Source: an optimization exercise on an open RTL-to-GDS flow (aim: small area and a short achievable clock period). Production flows keep margins and buffers that such runs may drop.
The RTL was checked by simulation tests, not by an equivalence proof against the original design.
Power and IR drop assume default switching activity.

**design.v**
```verilog
`default_nettype none
`timescale 1ns/1ps
module uart_rx_core #(
  parameter int CLKS_PER_BIT = 16
) (
  input  wire        clk,
  input  wire        rst_n,
  input  wire        rx,
  output logic [7:0] rx_byte,
  output logic       rx_byte_valid,
  output logic       rx_frame_err
);
  localparam logic [2:0] RX_IDLE      = 3'd0;
  localparam logic [2:0] RX_START     = 3'd1;
  localparam logic [2:0] RX_DATA      = 3'd2;
  localparam logic [2:0] RX_STOP      = 3'd3;
  localparam logic [2:0] RX_WAIT_IDLE = 3'd4;
  localparam int              c_cw        = (CLKS_PER_BIT > 2) ? $clog2(CLKS_PER_BIT) : 1;
  localparam logic [c_cw-1:0] c_bit_last  = c_cw'(CLKS_PER_BIT - 1);
  localparam logic [c_cw-1:0] c_half_last = c_cw'(CLKS_PER_BIT / 2 - 1);
  logic [1:0]      r_sync;
  logic            w_rx;
  logic [2:0]      r_state, w_state_nxt;
  logic [c_cw-1:0] r_cnt, w_cnt_nxt;
  logic [2:0]      r_bit, w_bit_nxt;
  logic [7:0]      r_shift, w_shift_nxt;
  logic            r_valid, w_valid_nxt;
  logic            r_ferr, w_ferr_nxt;
  assign w_rx          = r_sync[1];
  assign rx_byte       = r_shift;
  assign rx_byte_valid = r_valid;
  assign rx_frame_err  = r_ferr;
  always_ff @(posedge clk or negedge rst_n) begin
    if (!rst_n) begin
      r_sync  <= 2'b11;
      r_state <= RX_IDLE;
      r_cnt   <= '0;
      r_bit   <= '0;
      r_shift <= '0;
      r_valid <= 1'b0;
      r_ferr  <= 1'b0;
    end else begin
      r_sync  <= {r_sync[0], rx};
      r_state <= w_state_nxt;
      r_cnt   <= w_cnt_nxt;
      r_bit   <= w_bit_nxt;
      r_shift <= w_shift_nxt;
      r_valid <= w_valid_nxt;
      r_ferr  <= w_ferr_nxt;
    end
  end
  always_comb begin
    w_state_nxt = r_state;
    w_cnt_nxt   = r_cnt + 1'b1;
    w_bit_nxt   = r_bit;
    w_shift_nxt = r_shift;
    w_valid_nxt = 1'b0;
    w_ferr_nxt  = 1'b0;
    case (r_state)
      RX_IDLE: begin
        w_cnt_nxt = '0;
        if (!w_rx) w_state_nxt = RX_START;
      end
      RX_START: begin
        if (r_cnt == c_half_last) begin
          w_cnt_nxt   = '0;
          w_bit_nxt   = '0;
          w_state_nxt = w_rx ? RX_IDLE : RX_DATA;
        end
      end
      RX_DATA: begin
        if (r_cnt == c_bit_last) begin
          w_cnt_nxt   = '0;
          w_shift_nxt = {w_rx, r_shift[7:1]};
          w_bit_nxt   = r_bit + 3'd1;
          if (r_bit == 3'd7) w_state_nxt = RX_STOP;
        end
      end
      RX_STOP: begin
        if (r_cnt == c_bit_last) begin
          w_cnt_nxt = '0;
          if (w_rx) begin
            w_valid_nxt = 1'b1;
            w_state_nxt = RX_IDLE;
          end else begin
            w_ferr_nxt  = 1'b1;
            w_state_nxt = RX_WAIT_IDLE;
          end
        end
      end
      RX_WAIT_IDLE: begin
        w_cnt_nxt = '0;
        if (w_rx) w_state_nxt = RX_IDLE;
      end
      default: begin
        w_cnt_nxt   = '0;
        w_state_nxt = RX_IDLE;
      end
    endcase
  end
endmodule
`default_nettype wire
`default_nettype none
`timescale 1ns/1ps
module uart_word_receiver #(
  parameter int CLKS_PER_BIT = 16,
  parameter int FIFO_AW      = 9
) (
  input  wire                        CLK,
  input  wire                        INITIALIZE_N,
  input  wire                        UART_RX,
  input  wire                        RX_ENABLE,
  input  wire                        FLUSH,
  input  wire                        WORD_READY,
  output logic                       WORD_VALID,
  output logic [31:0]                WORD_DATA,
  output logic [FIFO_AW-1:0]         FILL_LEVEL,
  output logic                       OVERFLOW,
  output logic                       FRAME_ERR
);
  logic [1:0]         r_rst_sync;
  logic               w_rst_n;
  logic [7:0]         w_rx_byte;
  logic               w_rx_valid;
  logic               w_rx_ferr;
  logic [7:0]         r_mem [0:2**FIFO_AW-1];
  logic [FIFO_AW-1:0] r_wr_ptr, r_rd_ptr, w_wr_ptr_inc;
  logic               w_empty, w_full, w_push, w_pop, w_drop, w_word_done;
  logic [7:0]         w_pop_byte;
  logic [23:0]        r_shreg;
  logic [1:0]         r_cnt;
  logic               r_word_valid;
  logic [31:0]        r_word_data;
  logic               r_overflow, r_frame_err;
  always_ff @(posedge CLK or negedge INITIALIZE_N) begin
    if (!INITIALIZE_N) r_rst_sync <= 2'b00;
    else               r_rst_sync <= {r_rst_sync[0], 1'b1};
  end
  assign w_rst_n = r_rst_sync[1];
  uart_rx_core #(
    .CLKS_PER_BIT (CLKS_PER_BIT)
  ) u_rx (
    .clk           (CLK),
    .rst_n         (w_rst_n),
    .rx            (UART_RX),
    .rx_byte       (w_rx_byte),
    .rx_byte_valid (w_rx_valid),
    .rx_frame_err  (w_rx_ferr)
  );
  assign w_wr_ptr_inc = r_wr_ptr + 1'b1;
  assign w_empty      = (r_wr_ptr == r_rd_ptr);
  assign w_full       = (w_wr_ptr_inc == r_rd_ptr);
  assign w_push       = w_rx_valid & RX_ENABLE & ~w_full & ~FLUSH;
  assign w_drop       = w_rx_valid & RX_ENABLE & w_full;
  assign w_pop        = ~w_empty & ~(r_word_valid & ~WORD_READY) & ~FLUSH;
  assign w_word_done  = w_pop & (r_cnt == 2'd3);
  assign w_pop_byte   = r_mem[r_rd_ptr];
  always_ff @(posedge CLK) begin
    if (w_push) r_mem[r_wr_ptr] <= w_rx_byte;
  end
  always_ff @(posedge CLK or negedge w_rst_n) begin
    if (!w_rst_n) begin
      r_wr_ptr     <= '0;
      r_rd_ptr     <= '0;
      r_shreg      <= '0;
      r_cnt        <= '0;
      r_word_valid <= 1'b0;
      r_word_data  <= '0;
      r_overflow   <= 1'b0;
      r_frame_err  <= 1'b0;
    end else if (FLUSH) begin
      r_wr_ptr     <= '0;
      r_rd_ptr     <= '0;
      r_cnt        <= '0;
      r_word_valid <= 1'b0;
      r_overflow   <= 1'b0;
      r_frame_err  <= 1'b0;
    end else begin
      if (w_push) r_wr_ptr <= w_wr_ptr_inc;
      if (w_pop) begin
        r_rd_ptr <= r_rd_ptr + 1'b1;
        r_shreg  <= {r_shreg[15:0], w_pop_byte};
        r_cnt    <= r_cnt + 2'd1;
      end
      if (w_word_done) begin
        r_word_valid <= 1'b1;
        r_word_data  <= {r_shreg, w_pop_byte};
      end else if (WORD_READY) begin
        r_word_valid <= 1'b0;
      end
      if (w_drop)    r_overflow  <= 1'b1;
      if (w_rx_ferr) r_frame_err <= 1'b1;
    end
  end
  assign WORD_VALID = r_word_valid;
  assign WORD_DATA  = r_word_data;
  assign FILL_LEVEL = r_wr_ptr - r_rd_ptr;
  assign OVERFLOW   = r_overflow;
  assign FRAME_ERR  = r_frame_err;
endmodule
`default_nettype wire
```
**run.sh**
```bash
#!/bin/bash
# synth_recipe.tcl (not shown) runs the flow's synth.tcl, then flattens the netlist and writes it again
# the make line also repeats each setting of config.mk as NAME=value (left out here)
make -C /OpenROAD-flow-scripts/flow DESIGN_CONFIG=/design/flow/config.mk WORK_HOME=/design/flow/orfs CLKGATE_MAP_FILE= SYNTH_SCRIPT=/design/flow/synth_recipe.tcl finish
```
**config.mk**
```make
export PLATFORM = sky130hd
export DESIGN_NAME = uart_word_receiver
export DESIGN_NICKNAME = uart_word_receiver
export VERILOG_FILES = /design/flow/design.v
export SDC_FILE = /design/flow/constraint.sdc
export NUM_CORES = 4
export LEC_CHECK = 0
export CAP_MARGIN = 40
export CORE_MARGIN = 2
export CORE_UTILIZATION = 40
export SLEW_MARGIN = 30
```
**constraint.sdc**
```tcl
create_clock -name core_clock -period 5.5 [get_ports {CLK}]
set_input_delay 1.1000 -clock core_clock [delete_from_list [all_inputs] [get_ports {CLK}]]
set_output_delay 1.1000 -clock core_clock [all_outputs]
set_load 0.01 [all_outputs]
```
==> flow_metrics.env, run 1 <==
export IMPL_synth_mux_area_share_pct=15.3
export IMPL_tightest_slew_ns=1.11
export IMPL_antenna_found_initial=19
export IMPL_grt_ovfl_total=0
export IMPL_cp_top_family="compound AO/OA/AOI/OAI gates"
export IMPL_hpwl_um=292000
export IMPL_insertion_delay_ns=1.00
export IMPL_cts_resized_gates=0
export IMPL_grt_usage_pct=22.6
export IMPL_worstPathMaxFanout=12
export IMPL_r2r_setup_slack_ns=0.44
export IMPL_cts_path_max_buffers=4
export IMPL_synth_xor_area_share_pct=0.202
export IMPL_synth_enable_flop_cells=4096
export IMPL_cts_root_buf="clkbuf_16"
export IMPL_crit_arrival_ns=4.20
export IMPL_dr_pass1_iters=6
export IMPL_clk_pin_slew_ns=0.06
export IMPL_ant_nets=0
export IMPL_gp_congestion=0.881
export IMPL_final_hold_viol_count=0
export IMPL_yosys_most_used_dff="edfxtp_1"
export IMPL_path_class="flip-flop to output pin"
export IMPL_ctsHoldBuffers=0
export IMPL_final_nets=8535
export IMPL_grt_start_max_net_pins=193
export IMPL_slew_headroom_pct=26.2
export IMPL_initial_core_util_pct=40.2
export IMPL_synth_fa_ha_area_share_pct=0.142
export IMPL_htree_levels=5
export IMPL_synth_avg_cell_area_um2=20.4
export IMPL_synth_cell_type_count=86
export IMPL_chipHeight_um=645
export IMPL_route_detailed_drc=0
export IMPL_clock_skew_ns=0.0649
export IMPL_status="no timing/DRC/antenna violations"
export IMPL_synth_warnings=2
export IMPL_leakagePower_nw=56.8
export IMPL_tritoncts="built"
export IMPL_period_minus_slack_ns=5.30
export IMPL_dieArea_um2=416000
export IMPL_vdd_ir_drop_max_uv=462
export IMPL_synth_top_family_by_area="multiplexers"
export IMPL_path_cells="ha_1, inv_1, o21ai_0, a21o_1, a21oi_1, o21bai_1, a21oi_1, xnor2_1, clkdlybuf4s50_1"
export IMPL_grt_pass1_wl_um=670000
export IMPL_synth_nets=8097
export IMPL_max_stage_delay_ns=0.65
export IMPL_dp_cells=13400
export IMPL_drive_gt1_share_pct=23.8
export IMPL_powerDensity_nw_per_um2=402
export IMPL_vias=86100
export IMPL_die_w_um=645
export IMPL_finish_instance_area_um2=187000
export IMPL_syn_area_um2=164000
export IMPL_timing_fmax_ghz=0.189
export IMPL_core_area_um2=410000
export IMPL_ioPinCount=50
export IMPL_via_per_inst=6.01
export IMPL_endpoint_kind="output pin"
export IMPL_rows=235
export IMPL_yosysMostFrequentCell="edfxtp_1"
export IMPL_cp_num_buf_inv=2
export IMPL_ys_ff_latch=4199
export IMPL_worst_path_most_repeated_cell="a21oi_1"
export IMPL_clock_sinks=4199
export IMPL_drv_cap=0
export IMPL_yosys_top_cells_count="edfxtp_1, mux4_2, nor2_1"
export IMPL_slew_violations=0
export IMPL_grt_pass1_vias=84600
export IMPL_drt_wl_total_um=480000
export IMPL_rsz0062_at_grt="false"
export IMPL_cts_buffers=414
export IMPL_worst_setup_path_start_kind="flip-flop"
export IMPL_synthCells=8073
export IMPL_final_period_utilization_pct=96.3
export IMPL_io_buffers=49
export IMPL_hp_class="primary input to asynchronous set/reset pin"
export IMPL_wire_per_inst_um=33.5
export IMPL_placed_area_um2=173000
export IMPL_drtIter0Drc=11900
export IMPL_worstPathRequired_ns=4.40
export IMPL_ys_seq_area_share_pct=76.4
export IMPL_yosysTopAreaCellShare_pct=74.8
export IMPL_fillers=33900
export IMPL_areaGrowthSynthToFinish_pct=14.0
export IMPL_cp_slowest_cell="clkdlybuf4s50_1"
export IMPL_synth_top_area_cell="edfxtp_1"
export IMPL_synthSimpleGateAreaFrac_pct=2.83
export IMPL_stdcell_count=14300
export IMPL_synth_compound_area_share_pct=3.28
export IMPL_setup_viol=0
export IMPL_async_flop_share_pct=2.45
export IMPL_synth_area_leaders="edfxtp_1, mux4_2, mux2i_1"
[cells by family after synthesis]
family                     Yosys count
DFF                               4199
buffers and inverters              536
xor gates and xnor gates            38
AOI/OAI and AO/OA                  762
other                                1
adders and majority gates           18
muxes                             1422
and+or+nand+nor                   1097
[stage by stage]
step | hold WS [ns] | worst slack (ns) | TNS, ns | power [mW] | utilization [%]
4_1_cts | 0.235 | 0.0233 | 0 | 75.6 | 45.5
2_1_floorplan | 0.331 | -1.97 | -1007.83 | 45.3 | -
5_1_grt | 0.276 | 0.118 | 0 | 77.5 | 45.8
6_report | 0.289 | 0.203 | 0 | 75.4 | 45.8
3_3_place_gp | 0.340 | 0.0813 | 0 | 47.7 | 42.1
3_5_place_dp | 0.340 | 0.566 | 0 | 48.0 | 42.2
[sequential cells by signal (all words and copies together) (netlist names)]
| register | count |
|---|---|
| r_mem | 4096 |
| r_word_data | 32 |
| r_shreg | 24 |
| r_rd_ptr | 9 |
| r_wr_ptr | 9 |
| u_rx.r_shift | 8 |
| u_rx.r_cnt | 4 |
| u_rx.r_bit | 3 |
| u_rx.r_state | 3 |
| r_cnt | 2 |
| r_rst_sync | 2 |
| u_rx.r_sync | 2 |
| r_frame_err | 1 |
| r_overflow | 1 |
| r_word_valid | 1 |
| u_rx.r_ferr | 1 |
| u_rx.r_valid | 1 |
[report_power, final]
| part | total, mW | switching [mW] | internal, mW |
|---|---|---|---|
| logic | 10.2 | 6.22 | 4.03 |
| clock network | 28.0 | 12.2 | 15.8 |
| registers | 37.1 | 0.276 | 36.8 |
| total | 75.4 | 18.7 | 56.6 |
[layer usage]
| layer | up-vias | part of all wire, % | global-route usage [%] | wire [um] |
|---|---|---|---|---|
| li1 | 34200 | - | - | - |
| met1 | 46000 | 39 | 31.8 | 189000 |
| met2 | 5032 | 46 | 35.3 | 223000 |
| met3 | 839 | 10 | 4.41 | 48700 |
| met4 | 6 | 4.0 | 8.06 | 19100 |
| met5 | - | 0.0092 | 0 | 44 |
[worst paths after layout]
| check | startpoint | to | depth (start not counted) |
|---|---|---|---|
| worst max-delay path | r_wr_ptr[2]$_DFFE_PN0P_ | FILL_LEVEL[7] | 9 |
| worst min-delay path | INITIALIZE_N | r_rst_sync[1]$_DFF_PN0_ | 1 |
| worst max register to register | r_rd_ptr[0]$_DFFE_PN0P_ | r_shreg[5]$_DFFE_PN0P_ | 11 |
| worst min register to register | r_rst_sync[1]$_DFF_PN0_ | u_rx.r_bit[0]$_DFFE_PN0P_ | 0 |
| max in group asynchronous | r_rst_sync[1]$_DFF_PN0_ | r_rd_ptr[3]$_DFFE_PN0P_ | 2 |
| min in group core_clock | r_rst_sync[0]$_DFF_PN0_ | r_rst_sync[1]$_DFF_PN0_ | 0 |
[cell usage in the layout, fill, tap and decap left out, types with 20 or more instances in the layout]
cell,n
xnor2_1,27
clkbuf_4,38
a21oi_1,125
a211oi_1,31
a22oi_1,70
clkdlybuf4s50_1,48
clkinv_2,88
nor2_1,614
bufinv_16,38
nand2_1,234
a221oi_1,66
o211ai_1,20
mux2i_1,487
mux4_2,862
mux2_2,67
o221ai_1,99
nor3_1,41
edfxtp_1,4096
o22ai_1,91
dfrtp_1,85
buf_4,336
o21ai_0,60
clkbuf_1,85
nand3_1,45
buf_12,75
clkinv_1,92
a31oi_1,31
o21ai_1,39
a221o_1,21
clkbuf_16,418
[timing repair]
action / CTS / global route
setup endpoints to repair: 1 / 1
buffers inserted: 1 / 9
endpoints found under the hold margin: 0 / 0
[layout make-up]
type                    count  area (um2)  share of cell area [%]
diodes                     12        30.0                  0.0160
clock buffers             504       10800                    5.76
clock inverters           261        2530                    1.35
inverters                  18        83.8                  0.0447
multi-input cells        3338       36200                    19.3
flip-flops and latches   4199      126000                    67.0
well taps                5451        6820                    3.64
repair buffers            540        5380                    2.87
==> run 2, diff against run 1 <==
--- a/design.v
+++ b/design.v
@@ -119,4 +119,8 @@
   output logic                       FRAME_ERR
 );
+  localparam int RAW  = FIFO_AW - 2;    
+  localparam int ROWS = 2**RAW;
+  localparam int LOW  = RAW / 2;        
+  localparam int HIW  = RAW - LOW;
   logic [1:0]         r_rst_sync;
   logic               w_rst_n;
@@ -124,13 +128,24 @@
   logic               w_rx_valid;
   logic               w_rx_ferr;
-  logic [7:0]         r_mem [0:2**FIFO_AW-1];
-  logic [FIFO_AW-1:0] r_wr_ptr, r_rd_ptr, w_wr_ptr_inc;
-  logic               w_empty, w_full, w_push, w_pop, w_drop, w_word_done;
-  logic [7:0]         w_pop_byte;
-  logic [23:0]        r_shreg;
-  logic [1:0]         r_cnt;
+  logic [ROWS*32-1:0] r_mem;
+  logic [FIFO_AW-1:0] r_wr_ptr;         
+  logic [FIFO_AW-1:0] r_count;          
+  logic [1:0]         r_rd_pos;         
+  logic [RAW-1:0]     r_nrow;           
+  logic [2**LOW-1:0]  r_nsel_lo;        
+  logic [2**HIW-1:0]  r_nsel_hi;
+  logic [31:0]        r_next;           
+  logic [31:0]        r_head;           
   logic               r_word_valid;
   logic [31:0]        r_word_data;
   logic               r_overflow, r_frame_err;
+  logic               w_empty, w_full, w_push, w_drop, w_pop, w_adv;
+  logic [ROWS-1:0]    w_wr_row;
+  logic [3:0]         w_wr_byte;
+  logic [ROWS-1:0]    w_rd_row;
+  logic [31:0]        w_mem_rd;
+  logic [FIFO_AW-1:0] w_wr_off;
+  logic [2**LOW-1:0]  w_wr_lo;
+  logic [2**HIW-1:0]  w_wr_hi;
   always_ff @(posedge CLK or negedge INITIALIZE_N) begin
     if (!INITIALIZE_N) r_rst_sync <= 2'b00;
@@ -148,45 +163,64 @@
     .rx_frame_err  (w_rx_ferr)
   );
-  assign w_wr_ptr_inc = r_wr_ptr + 1'b1;
-  assign w_empty      = (r_wr_ptr == r_rd_ptr);
-  assign w_full       = (w_wr_ptr_inc == r_rd_ptr);
-  assign w_push       = w_rx_valid & RX_ENABLE & ~w_full & ~FLUSH;
-  assign w_drop       = w_rx_valid & RX_ENABLE & w_full;
-  assign w_pop        = ~w_empty & ~(r_word_valid & ~WORD_READY) & ~FLUSH;
-  assign w_word_done  = w_pop & (r_cnt == 2'd3);
-  assign w_pop_byte   = r_mem[r_rd_ptr];
+  assign w_empty = (r_count == '0);
+  assign w_full  = (r_count == {FIFO_AW{1'b1}});
+  assign w_push  = w_rx_valid & RX_ENABLE & ~w_full & ~FLUSH;
+  assign w_drop  = w_rx_valid & RX_ENABLE & w_full;
+  assign w_pop   = ~w_empty & ~(r_word_valid & ~WORD_READY) & ~FLUSH;
+  assign w_adv   = w_pop & (r_rd_pos == 2'd3);
+  always_comb begin
+    for (int i = 0; i < 2**LOW; i++) w_wr_lo[i] = (r_wr_ptr[2 +: LOW] == LOW'(i));
+    for (int i = 0; i < 2**HIW; i++) w_wr_hi[i] = (r_wr_ptr[2+LOW +: HIW] == HIW'(i));
+    for (int i = 0; i < 4; i++)      w_wr_byte[i] = (r_wr_ptr[1:0] == 2'(i));
+    for (int i = 0; i < ROWS; i++)   w_wr_row[i] = w_wr_hi[i >> LOW] & w_wr_lo[i % (2**LOW)];
+  end
   always_ff @(posedge CLK) begin
-    if (w_push) r_mem[r_wr_ptr] <= w_rx_byte;
+    for (int i = 0; i < ROWS; i++)
+      for (int j = 0; j < 4; j++)
+        if (w_wr_row[i] & w_wr_byte[j]) r_mem[32*i + 24 - 8*j +: 8] <= w_rx_byte;
+  end
+  always_comb begin
+    for (int i = 0; i < ROWS; i++) w_rd_row[i] = r_nsel_hi[i >> LOW] & r_nsel_lo[i % (2**LOW)];
+    w_mem_rd = '0;
+    for (int i = 0; i < ROWS; i++) w_mem_rd = w_mem_rd | (r_mem[32*i +: 32] & {32{w_rd_row[i]}});
+  end
+  always_ff @(posedge CLK) begin
+    for (int i = 0; i < 2**LOW; i++) r_nsel_lo[i] <= (r_nrow[LOW-1:0] == LOW'(i));
+    for (int i = 0; i < 2**HIW; i++) r_nsel_hi[i] <= (r_nrow[RAW-1:LOW] == HIW'(i));
+    r_next <= w_mem_rd;
+  end
+  assign w_wr_off = r_count + FIFO_AW'(r_rd_pos);
+  always_ff @(posedge CLK) begin
+    for (int j = 0; j < 4; j++) begin
+      if (w_adv)                          r_head[24 - 8*j +: 8] <= r_next[24 - 8*j +: 8];
+      else if (w_wr_off == FIFO_AW'(j))   r_head[24 - 8*j +: 8] <= w_rx_byte;
+    end
+    if (w_adv) r_word_data <= r_head;
   end
   always_ff @(posedge CLK or negedge w_rst_n) begin
     if (!w_rst_n) begin
       r_wr_ptr     <= '0;
-      r_rd_ptr     <= '0;
-      r_shreg      <= '0;
-      r_cnt        <= '0;
+      r_count      <= '0;
+      r_rd_pos     <= '0;
+      r_nrow       <= RAW'(1);
       r_word_valid <= 1'b0;
-      r_word_data  <= '0;
       r_overflow   <= 1'b0;
       r_frame_err  <= 1'b0;
     end else if (FLUSH) begin
       r_wr_ptr     <= '0;
-      r_rd_ptr     <= '0;
-      r_cnt        <= '0;
+      r_count      <= '0;
+      r_rd_pos     <= '0;
+      r_nrow       <= RAW'(1);
       r_word_valid <= 1'b0;
       r_overflow   <= 1'b0;
       r_frame_err  <= 1'b0;
     end else begin
-      if (w_push) r_wr_ptr <= w_wr_ptr_inc;
-      if (w_pop) begin
-        r_rd_ptr <= r_rd_ptr + 1'b1;
-        r_shreg  <= {r_shreg[15:0], w_pop_byte};
-        r_cnt    <= r_cnt + 2'd1;
-      end
-      if (w_word_done) begin
-        r_word_valid <= 1'b1;
-        r_word_data  <= {r_shreg, w_pop_byte};
-      end else if (WORD_READY) begin
-        r_word_valid <= 1'b0;
-      end
+      if (w_push) r_wr_ptr <= r_wr_ptr + 1'b1;
+      if (w_push & ~w_pop)      r_count <= r_count + 1'b1;
+      else if (w_pop & ~w_push) r_count <= r_count - 1'b1;
+      if (w_pop) r_rd_pos <= r_rd_pos + 2'd1;
+      if (w_adv) r_nrow <= r_nrow + 1'b1;
+      if (w_adv)           r_word_valid <= 1'b1;
+      else if (WORD_READY) r_word_valid <= 1'b0;
       if (w_drop)    r_overflow  <= 1'b1;
       if (w_rx_ferr) r_frame_err <= 1'b1;
@@ -195,5 +229,5 @@
   assign WORD_VALID = r_word_valid;
   assign WORD_DATA  = r_word_data;
-  assign FILL_LEVEL = r_wr_ptr - r_rd_ptr;
+  assign FILL_LEVEL = r_count;
   assign OVERFLOW   = r_overflow;
   assign FRAME_ERR  = r_frame_err;
==> flow_metrics.env, run 2 <==
export IMPL_synth_top_area_cell="edfxtp_1"
export IMPL_rsz0062_at_grt="false"
export IMPL_yosys_top_cells_count="edfxtp_1, a22oi_1, and2_1"
export IMPL_finish_instance_area_um2=185000
export IMPL_dieArea_um2=403000
export IMPL_clk_pin_slew_ns=0.07
export IMPL_grt_busiest_layer="met2"
export IMPL_hp_class="flip-flop to asynchronous set/reset pin"
export IMPL_clock_sinks=4270
export IMPL_netSwitchingPower_mw=18.2
export IMPL_ioPinCount=50
export IMPL_drv_cap=0
export IMPL_cts_resized_gates=0
export IMPL_final_hold_viol_count=0
export IMPL_layout_common_cells="edfxtp_1, a22oi_1, and2_1, clkbuf_16, buf_4"
export IMPL_ys_seq_area_share_pct=80.1
export IMPL_grt_pass1_vias=100000
export IMPL_cts_path_max_buffers=4
export IMPL_initial_core_util_pct=40.2
export IMPL_ys_ff_latch=4270
export IMPL_hold_slack_ns=0.198
export IMPL_tritoncts="built"
export IMPL_slew_headroom_pct=20.1
export IMPL_final_common_cell="edfxtp_1"
export IMPL_use_met2_pct=53.2
export IMPL_synthCells=9164
export IMPL_die_w_um=635
export IMPL_endpoint_kind="flip-flop"
export IMPL_synth_area_leaders="edfxtp_1, a22oi_1, and2_1"
export IMPL_hpwl_um=520000
export IMPL_chipHeight_um=635
export IMPL_synth_avg_cell_area_um2=17.4
export IMPL_grt_pass1_wl_um=1020000
export IMPL_io_buffers=49
export IMPL_swShare_pct=25.0
export IMPL_cts_buffers=423
export IMPL_period_minus_slack_ns=4.09
export IMPL_yosysTopAreaCellShare_pct=78.5
export IMPL_powerDensity_nw_per_um2=393
export IMPL_cp_depth=8
export IMPL_postCtsSetupBuffers=0
export IMPL_timing_fmax_ghz=0.244
export IMPL_p_int_mw=54.6
export IMPL_vias=113000
export IMPL_dr_pass1_iters=16
export IMPL_combPwrFrac_pct=7.5
export IMPL_grt_ovfl_total=0
export IMPL_drive_gt1_share_pct=15.4
export IMPL_via_per_inst=7.33
export IMPL_placed_area_um2=171000
export IMPL_async_flop_share_pct=1.26
export IMPL_fillers=33400
export IMPL_largest_reg_flops=4096
export IMPL_grt_start_max_net_pins=193
export IMPL_worstPathMaxFanout=26
export IMPL_vdd_ir_drop_max_uv=316
export IMPL_synth_warnings=2
export IMPL_core_area_um2=396000
export IMPL_cp_top_family="compound AO/OA/AOI/OAI gates"
export IMPL_max_stage_delay_ns=0.76
export IMPL_synth_nets=9195
export IMPL_fin_ws_ns=1.41
export IMPL_worstPathRequired_ns=6.34
export IMPL_cp_slowest_cell="a221oi_1"
export IMPL_rows=231
export IMPL_gp_congestion=1.08
export IMPL_clock_skew_ns=0.110
export IMPL_wire_per_inst_um=52.1
export IMPL_seqPwrFrac_pct=52.5
export IMPL_setup_viol=0
export IMPL_path_cells="buf_12, and2_1, buf_8, a22o_1, a221oi_1, o2111ai_1, nor4b_1, nand4_1"
export IMPL_final_period_utilization_pct=74.4
export IMPL_drtIter0Drc=27600
export IMPL_slew_violations=0
export IMPL_worst_setup_path_start_kind="flip-flop"
export IMPL_cp_num_buf_inv=2
export IMPL_pwr_share_clk_pct=40.0
export IMPL_final_nets=9675
export IMPL_cts_root_buf="clkbuf_16"
export IMPL_post_place_ws_ns=1.01
export IMPL_path_class="flip-flop to flip-flop"
export IMPL_ant_nets=0
export IMPL_areaGrowthSynthToFinish_pct=16.4
export IMPL_status="no timing/DRC/antenna violations"
export IMPL_yosysMostFrequentCell="edfxtp_1"
export IMPL_route_detailed_drc=0
export IMPL_crit_arrival_ns=4.93
export IMPL_use_met1_pct=47.5
export IMPL_top_register="r_mem"
export IMPL_ctsHoldBuffers=0
export IMPL_drt_wl_total_um=802000
export IMPL_syn_area_um2=159000
export IMPL_grt_use_met3_pct=17.8
export IMPL_insertion_delay_ns=1.13
export IMPL_power_mw=72.7
export IMPL_tightest_slew_ns=1.20
export IMPL_grt_usage_pct=38.8
export IMPL_antenna_found_initial=109
export IMPL_leakagePower_nw=57.2
export IMPL_synth_cell_type_count=77
export IMPL_synth_enable_flop_cells=4160
export IMPL_r2r_cells=8
export IMPL_htree_levels=5
export IMPL_yosys_most_used_dff="edfxtp_1"
[run 2: changes by cell type after synthesis, sizes merged, moves of 226 or more]
cell    delta
a22oi   +1207
a222oi   +226
and2     +557
mux4     -862
mux2i    -485
nor2     -378
[run 2: path summary, 6_finish.rpt]
path	from	endpoint	slack (ns)
min in group core_clock	r_rst_sync[0]$_DFF_PN0_	r_rst_sync[1]$_DFF_PN0_	0.35
min	r_rst_sync[1]$_DFF_PN0_	u_rx.r_shift[7]$_DFFE_PN0P_	0.20
max	r_nsel_hi[1]$_DFF_P_	r_next[10]$_DFF_P_	1.41
max in group asynchronous	r_rst_sync[1]$_DFF_PN0_	r_nrow[0]$_DFFE_PN1P_	4.73
max reg2reg	r_nsel_hi[1]$_DFF_P_	r_next[10]$_DFF_P_	1.41
min reg2reg	r_rst_sync[1]$_DFF_PN0_	u_rx.r_shift[7]$_DFFE_PN0P_	0.20
[run 2: cells by family (layout without fill, tap and decap cells)]
family	after synthesis	after routing	share of synthesized area (%)
DFF	4270	4270	80.1
AOI/OAI and AO/OA	2668	2668	12.7
and+or+nand+nor	1408	1408	4.96
buffers and inverters	758	1601	1.88
adders and majority gates	25	25	0.206
xor gates and xnor gates	21	21	0.116
muxes	13	13	0.0904
other	1	136	0.00236
[run 2: worst reg2reg max path, stage by stage (launching register included)]
cell	delay (ns)
dfxtp_4	0.55
buf_12	0.33
and2_1	0.41
buf_8	0.25
a22o_1	0.29
a221oi_1	0.76
o2111ai_1	0.36
nor4b_1	0.50
nand4_1	0.44
[run 2: routing by layer]
| layer | vias up | part of all wire [%] |
|---|---|---|
| met2 | 13500 | 40 |
| met4 | 50 | 9.6 |
| met3 | 3056 | 18 |
| met5 | - | 0.055 |
| li1 | 39300 | - |
| met1 | 56900 | 33 |
[run 2: power by group through the flow]
stage | clock network (mW) | registers, mW | logic [mW]
2_1_floorplan | 0 | 39.7 | 1.48
3_3_place_gp | 0 | 38.8 | 5.04
3_5_place_dp | 0 | 38.8 | 5.18
4_1_cts | 28.8 | 38.1 | 5.19
5_1_grt | 30.0 | 38.1 | 5.51
6_report | 29.1 | 38.2 | 5.49
[run 2: final cells by class]
cell class                      instances  area (um2)  area share [%]
Tap cell                             5242        6560            3.54
Timing Repair Buffer                  743        7910            4.27
Antenna cell                          135         338           0.182
Inverter                               70         280           0.151
Sequential cell                      4270      128000            68.8
Clock buffer                          557       11400            6.15
Multi-Input combinational cell       4136       29100            15.7
Clock inverter                        231        2190            1.18
[run 2: metrics by stage]
| step | instances | setup TNS [ns] | util, % |
|---|---|---|---|
| floorplan | 9164 | -1022.52 | - |
| global placement | 14200 | 0 | 42.4 |
| detailed placement | 14400 | 0 | 43.1 |
| CTS | 15200 | 0 | 46.5 |
| global route | 15300 | 0 | 46.7 |
| finish | 15400 | 0 | 46.8 |
==> run 3, diff against run 2 <==
--- a/design.v
+++ b/design.v
@@ -135,17 +135,21 @@
   logic [2**LOW-1:0]  r_nsel_lo;        
   logic [2**HIW-1:0]  r_nsel_hi;
-  logic [31:0]        r_next;           
+  logic [3:0][31:0]   r_next_q;         
   logic [31:0]        r_head;           
   logic               r_word_valid;
   logic [31:0]        r_word_data;
   logic               r_overflow, r_frame_err;
+  logic               r_empty, r_full;   
   logic               w_empty, w_full, w_push, w_drop, w_pop, w_adv;
   logic [ROWS-1:0]    w_wr_row;
-  logic [3:0]         w_wr_byte;
   logic [ROWS-1:0]    w_rd_row;
-  logic [31:0]        w_mem_rd;
+  logic [3:0][31:0]   w_mem_rd_q;
+  logic [31:0]        w_next;
   logic [FIFO_AW-1:0] w_wr_off;
-  logic [2**LOW-1:0]  w_wr_lo;
-  logic [2**HIW-1:0]  w_wr_hi;
+  logic [3:0]         r_hsel;           
+  logic [FIFO_AW-1:0] w_cnt_inc, w_cnt_dec;
+  logic [2**LOW-1:0]  r_wr_lo;          
+  logic [2**HIW-1:0]  r_wr_hi;
+  logic [3:0]         r_wr_byte;
   always_ff @(posedge CLK or negedge INITIALIZE_N) begin
     if (!INITIALIZE_N) r_rst_sync <= 2'b00;
@@ -163,36 +167,45 @@
     .rx_frame_err  (w_rx_ferr)
   );
-  assign w_empty = (r_count == '0);
-  assign w_full  = (r_count == {FIFO_AW{1'b1}});
+  assign w_empty = r_empty;
+  assign w_full  = r_full;
   assign w_push  = w_rx_valid & RX_ENABLE & ~w_full & ~FLUSH;
   assign w_drop  = w_rx_valid & RX_ENABLE & w_full;
   assign w_pop   = ~w_empty & ~(r_word_valid & ~WORD_READY) & ~FLUSH;
   assign w_adv   = w_pop & (r_rd_pos == 2'd3);
+  always_ff @(posedge CLK) begin
+    for (int i = 0; i < 2**LOW; i++) r_wr_lo[i] <= (r_wr_ptr[2 +: LOW] == LOW'(i));
+    for (int i = 0; i < 2**HIW; i++) r_wr_hi[i] <= (r_wr_ptr[2+LOW +: HIW] == HIW'(i));
+    for (int i = 0; i < 4; i++)      r_wr_byte[i] <= (r_wr_ptr[1:0] == 2'(i));
+  end
   always_comb begin
-    for (int i = 0; i < 2**LOW; i++) w_wr_lo[i] = (r_wr_ptr[2 +: LOW] == LOW'(i));
-    for (int i = 0; i < 2**HIW; i++) w_wr_hi[i] = (r_wr_ptr[2+LOW +: HIW] == HIW'(i));
-    for (int i = 0; i < 4; i++)      w_wr_byte[i] = (r_wr_ptr[1:0] == 2'(i));
-    for (int i = 0; i < ROWS; i++)   w_wr_row[i] = w_wr_hi[i >> LOW] & w_wr_lo[i % (2**LOW)];
+    for (int i = 0; i < ROWS; i++) w_wr_row[i] = r_wr_hi[i >> LOW] & r_wr_lo[i % (2**LOW)];
   end
   always_ff @(posedge CLK) begin
     for (int i = 0; i < ROWS; i++)
       for (int j = 0; j < 4; j++)
-        if (w_wr_row[i] & w_wr_byte[j]) r_mem[32*i + 24 - 8*j +: 8] <= w_rx_byte;
+        if (w_wr_row[i] & r_wr_byte[j]) r_mem[32*i + 24 - 8*j +: 8] <= w_rx_byte;
   end
   always_comb begin
     for (int i = 0; i < ROWS; i++) w_rd_row[i] = r_nsel_hi[i >> LOW] & r_nsel_lo[i % (2**LOW)];
-    w_mem_rd = '0;
-    for (int i = 0; i < ROWS; i++) w_mem_rd = w_mem_rd | (r_mem[32*i +: 32] & {32{w_rd_row[i]}});
+    for (int q = 0; q < 4; q++) begin
+      w_mem_rd_q[q] = '0;
+      for (int i = q*ROWS/4; i < (q+1)*ROWS/4; i++)
+        w_mem_rd_q[q] = w_mem_rd_q[q] | (r_mem[32*i +: 32] & {32{w_rd_row[i]}});
+    end
   end
   always_ff @(posedge CLK) begin
     for (int i = 0; i < 2**LOW; i++) r_nsel_lo[i] <= (r_nrow[LOW-1:0] == LOW'(i));
     for (int i = 0; i < 2**HIW; i++) r_nsel_hi[i] <= (r_nrow[RAW-1:LOW] == HIW'(i));
-    r_next <= w_mem_rd;
-  end
+    for (int q = 0; q < 4; q++) r_next_q[q] <= w_mem_rd_q[q];
+  end
+  assign w_next = r_next_q[0] | r_next_q[1] | r_next_q[2] | r_next_q[3];
+  assign w_cnt_inc = r_count + 1'b1;
+  assign w_cnt_dec = r_count - 1'b1;
   assign w_wr_off = r_count + FIFO_AW'(r_rd_pos);
   always_ff @(posedge CLK) begin
     for (int j = 0; j < 4; j++) begin
-      if (w_adv)                          r_head[24 - 8*j +: 8] <= r_next[24 - 8*j +: 8];
-      else if (w_wr_off == FIFO_AW'(j))   r_head[24 - 8*j +: 8] <= w_rx_byte;
+      r_hsel[j] <= (w_wr_off == FIFO_AW'(j));
+      if (r_hsel[j])  r_head[24 - 8*j +: 8] <= w_rx_byte;
+      else if (w_adv) r_head[24 - 8*j +: 8] <= w_next[24 - 8*j +: 8];
     end
     if (w_adv) r_word_data <= r_head;
@@ -202,4 +215,6 @@
       r_wr_ptr     <= '0;
       r_count      <= '0;
+      r_empty      <= 1'b1;
+      r_full       <= 1'b0;
       r_rd_pos     <= '0;
       r_nrow       <= RAW'(1);
@@ -210,4 +225,6 @@
       r_wr_ptr     <= '0;
       r_count      <= '0;
+      r_empty      <= 1'b1;
+      r_full       <= 1'b0;
       r_rd_pos     <= '0;
       r_nrow       <= RAW'(1);
@@ -217,6 +234,13 @@
     end else begin
       if (w_push) r_wr_ptr <= r_wr_ptr + 1'b1;
-      if (w_push & ~w_pop)      r_count <= r_count + 1'b1;
-      else if (w_pop & ~w_push) r_count <= r_count - 1'b1;
+      if (w_push & ~w_pop) begin
+        r_count <= w_cnt_inc;
+        r_empty <= 1'b0;
+        r_full  <= (r_count == {{(FIFO_AW-1){1'b1}}, 1'b0});
+      end else if (w_pop & ~w_push) begin
+        r_count <= w_cnt_dec;
+        r_empty <= (r_count == FIFO_AW'(1));
+        r_full  <= 1'b0;
+      end
       if (w_pop) r_rd_pos <= r_rd_pos + 2'd1;
       if (w_adv) r_nrow <= r_nrow + 1'b1;
--- a/config.mk
+++ b/config.mk
@@ -8,4 +8,5 @@
 export CAP_MARGIN = 40
 export CORE_MARGIN = 2
-export CORE_UTILIZATION = 40
+export CORE_UTILIZATION = 60
+export SETUP_SLACK_MARGIN = 2.8
 export SLEW_MARGIN = 30
==> flow_metrics.env, run 3 <==
export IMPL_multiInputGateArea_um2=28500
export IMPL_synth_top_area_cell="edfxtp_1"
export IMPL_initial_core_util_pct=60.3
export IMPL_ff_latch_area_um2=130000
export IMPL_synthCells=9454
export IMPL_syn_area_um2=162000
export IMPL_worstPathRequired_ns=4.40
export IMPL_startpoint="r_word_data[0]$_DFFE_PP_"
export IMPL_synth_avg_cell_area_um2=17.1
export IMPL_ys_seq_area_share_pct=80.4
export IMPL_period_minus_slack_ns=2.89
export IMPL_setup_viol=0
export IMPL_fin_tns_setup_ns=0
export IMPL_drv_cap=0
export IMPL_yosys_most_used_dff="edfxtp_1"
export IMPL_grt_ovfl_total=0
export IMPL_insertion_delay_ns=0.96
export IMPL_core_area_um2=268000
export IMPL_dr_pass1_iters=9
export IMPL_power_mw=70.4
export IMPL_largest_reg_flops=4096
export IMPL_synth_area_leaders="edfxtp_1, a22oi_1, dfxtp_1"
export IMPL_htree_levels=5
export IMPL_hp_class="flip-flop to asynchronous set/reset pin"
export IMPL_slew_headroom_pct=19.4
export IMPL_synth_cell_type_count=70
export IMPL_ys_ff_latch=4400
export IMPL_die_w_um=523
export IMPL_p_int_mw=55.8
export IMPL_r2r_end="r_next_q[124]$_DFF_P_"
export IMPL_vias=97400
export IMPL_drive_gt1_share_pct=10.2
export IMPL_timing_fmax_ghz=0.346
export IMPL_final_common_cell="edfxtp_1"
export IMPL_post_place_ws_ns=1.94
export IMPL_drtIter0Drc=16900
export IMPL_final_period_utilization_pct=52.5
export IMPL_rsz0062_at_grt="true"
export IMPL_max_stage_delay_ns=0.62
export IMPL_hpwl_um=290000
export IMPL_yosys_top_cells_count="edfxtp_1, a22oi_1, and3_1"
export IMPL_cts_path_max_buffers=4
export IMPL_cts_buffers=430
export IMPL_r2r_cells=5
export IMPL_clk_pin_slew_ns=0.06
export IMPL_tightest_slew_ns=1.21
export IMPL_top_register="r_mem"
export IMPL_clock_sinks=4400
export IMPL_yosysMostFrequentCell="edfxtp_1"
export IMPL_netSwitchingPower_mw=14.6
export IMPL_path_cells="buf_2"
export IMPL_path_class="flip-flop to output pin"
export IMPL_swShare_pct=20.7
export IMPL_powerDensity_nw_per_um2=390
export IMPL_hold_slack_ns=0.0771
export IMPL_cp_depth=1
export IMPL_clock_skew_ns=0.0305
export IMPL_combPwrFrac_pct=3.1
export IMPL_r2r_start="r_nsel_lo[7]$_DFF_P_"
export IMPL_final_core_util_pct=67.4
export IMPL_async_flop_share_pct=1.27
export IMPL_seqPwrFrac_pct=54.4
export IMPL_tritoncts="built"
export IMPL_final_hold_viol_count=0
export IMPL_gp_congestion=0.901
export IMPL_status="no timing/DRC/antenna violations"
export IMPL_vdd_ir_drop_max_uv=461
export IMPL_layout_common_cells="edfxtp_1, a22oi_1, and3_1, clkbuf_16, a21oi_1"
export IMPL_cp_num_buf_inv=1
export IMPL_r2r_setup_slack_ns=2.75
export IMPL_cp_top_family="flip-flops"
export IMPL_crit_path_end="WORD_DATA[0]"
export IMPL_grt_pass1_wl_um=712000
export IMPL_yosysTopAreaCellShare_pct=77.2
export IMPL_grt_start_max_net_pins=197
export IMPL_endpoint_kind="output pin"
export IMPL_synth_nets=9481
export IMPL_grt_pass1_vias=92100
export IMPL_crit_arrival_ns=1.79
export IMPL_grt_usage_pct=36.7
export IMPL_final_nets=9414
export IMPL_route_detailed_drc=0
export IMPL_worst_setup_path_start_kind="flip-flop"
export IMPL_areaGrowthSynthToFinish_pct=11.7
export IMPL_fillers=18100
export IMPL_dieArea_um2=274000
export IMPL_io_buffers=49
export IMPL_pwr_share_clk_pct=42.5
export IMPL_cts_root_buf="clkbuf_16"
export IMPL_top_regs="r_mem: 4096 flops, r_next_q: 128 flops"
export IMPL_cp_slowest_cell="edfxtp_1"
export IMPL_worstPathMaxFanout=1
export IMPL_fin_ws_ns=2.61
export IMPL_synth_enable_flop_cells=4160
export IMPL_leakagePower_nw=58.2
export IMPL_slew_violations=0
export IMPL_antenna_found_initial=26
export IMPL_wire_per_inst_um=38.3
export IMPL_rows=190
export IMPL_ioPinCount=50
export IMPL_synth_warnings=2
export IMPL_ant_nets=0
export IMPL_chipHeight_um=523
export IMPL_via_per_inst=7.31
export IMPL_drt_wl_total_um=510000
-- run 3: cell count changes in the layout (fill, tap and decap cells not counted), sizes merged, moves of 73 or more --
| cell | delta |
|---|---|
| and2 | -568 |
| and3 | +479 |
| buf | -435 |
| a22oi | +246 |
| nand3 | +137 |
| a21oi | +134 |
| dfxtp | +128 |
| diode | -108 |
| a221oi | -94 |
| a32oi | -86 |
| nor2 | -73 |
| o22ai | -73 |
-- run 3: worst min path at each step --
stage	to	slack, ns	cells past startpoint
CTS	u_rx.r_shift[0]$_DFFE_PN0P_	0.08	0
finish	u_rx.r_shift[0]$_DFFE_PN0P_	0.08	0
floorplan	r_rst_sync[1]$_DFF_PN0_	0.33	0
global placement	u_rx.r_shift[0]$_DFFE_PN0P_	0.08	0
detailed placement	u_rx.r_shift[0]$_DFFE_PN0P_	0.08	0
global route	u_rx.r_shift[4]$_DFFE_PN0P_	0.08	0
-- run 3: power by group through the flow --
stage	clock, mW	sequential (mW)	combinational [mW]
after floorplan	0	40.1	0.119
after global placement	0	39.0	2.00
after detailed placement	0	39.0	2.12
after CTS	30.0	38.3	2.11
after global routing	31.2	38.3	2.31
final	29.9	38.3	2.17
-- run 3: logic make-up after synthesis --
family | count (synthesis) | share of synthesized area (%)
xor+xnor | 22 | 0.119
flops | 4400 | 80.4
compound gates | 2754 | 12.4
simple gates | 1431 | 4.85
buf+inv | 812 | 2.02
fa+ha+maj | 21 | 0.167
other cells | 1 | 0.00232
mux | 13 | 0.0905
-- run 3: layout make-up --
class / instances / area share [%]
Multi-Input combinational cell: 4242 / 15.8
Inverter: 35 / 0.104
Sequential cell: 4400 / 72.1
Clock inverter: 220 / 1.27
Antenna cell: 27 / 0.0374
Clock buffer: 574 / 6.59
Tap cell: 3552 / 2.46
Timing Repair Buffer: 278 / 1.72
-- run 3: layer usage --
| layer | wire length (um) | track usage, % |
|---|---|---|
| met5 | 69 | 0 |
| met4 | 20800 | 13.8 |
| met3 | 60600 | 7.38 |
| met2 | 236000 | 55.9 |
| met1 | 193000 | 53.1 |
-- run 3: through the flow --
stage	cell area, um2	cells
finish	181000	13300
global route	181000	13300
CTS	180000	13300
detailed placement	166000	12500
global placement	166000	12500
floorplan	162000	9454
-- run 3: repair_timing --
action,4_1_cts,5_1_grt
resized for setup,172,15
pin swaps,0,1
gates cloned,1,1
hold buffers,0,0
buffers inserted,12,2
hold endpoints to repair,0,0
endpoints found under the setup margin,71,29

==> separate check: timing with driven ports <==
The results above use ideal ports. As a check the final layouts listed here were re-extracted and re-timed, cells and wires unchanged. Step 1 (the two cells are an assumption about what drives the block):
set clk [get_ports {CLK}]
set_driving_cell -lib_cell sky130_fd_sc_hd__clkbuf_16 $clk
set_driving_cell -lib_cell sky130_fd_sc_hd__buf_2 [delete_from_list [all_inputs] $clk]
Step 2, shift: input delay + t, output delay - t, t = (earliest + latest rising clock arrival at the registers) / 2. This alone moves slack from input paths to output paths. a / b / c = ideal / step 1 / step 2; a / b = the first two.
| run | t, ns | setup WS [ns] | hold slack, ns | worst slew at a driven data input, ns |
|---|---|---|---|---|
| run 1 | 1.088 | 0.203 / 0.084 / 0.439 | 0.289 / 0.197 / 0.331 | 0.03 |
| run 2 | 1.170 | 1.408 / 1.408 / 0.941 | 0.198 / 0.169 / 0.198 | 0.04 |
| run 3 | 1.038 | 2.610 / 2.512 / 1.927 | 0.077 / 0.077 / 0.077 | 0.05 |
After both steps setup and hold are still met in every run listed. For run 3, which loses most, drivers alone change the setup slack by -0.098 ns; drivers and shift together by -0.683 ns.
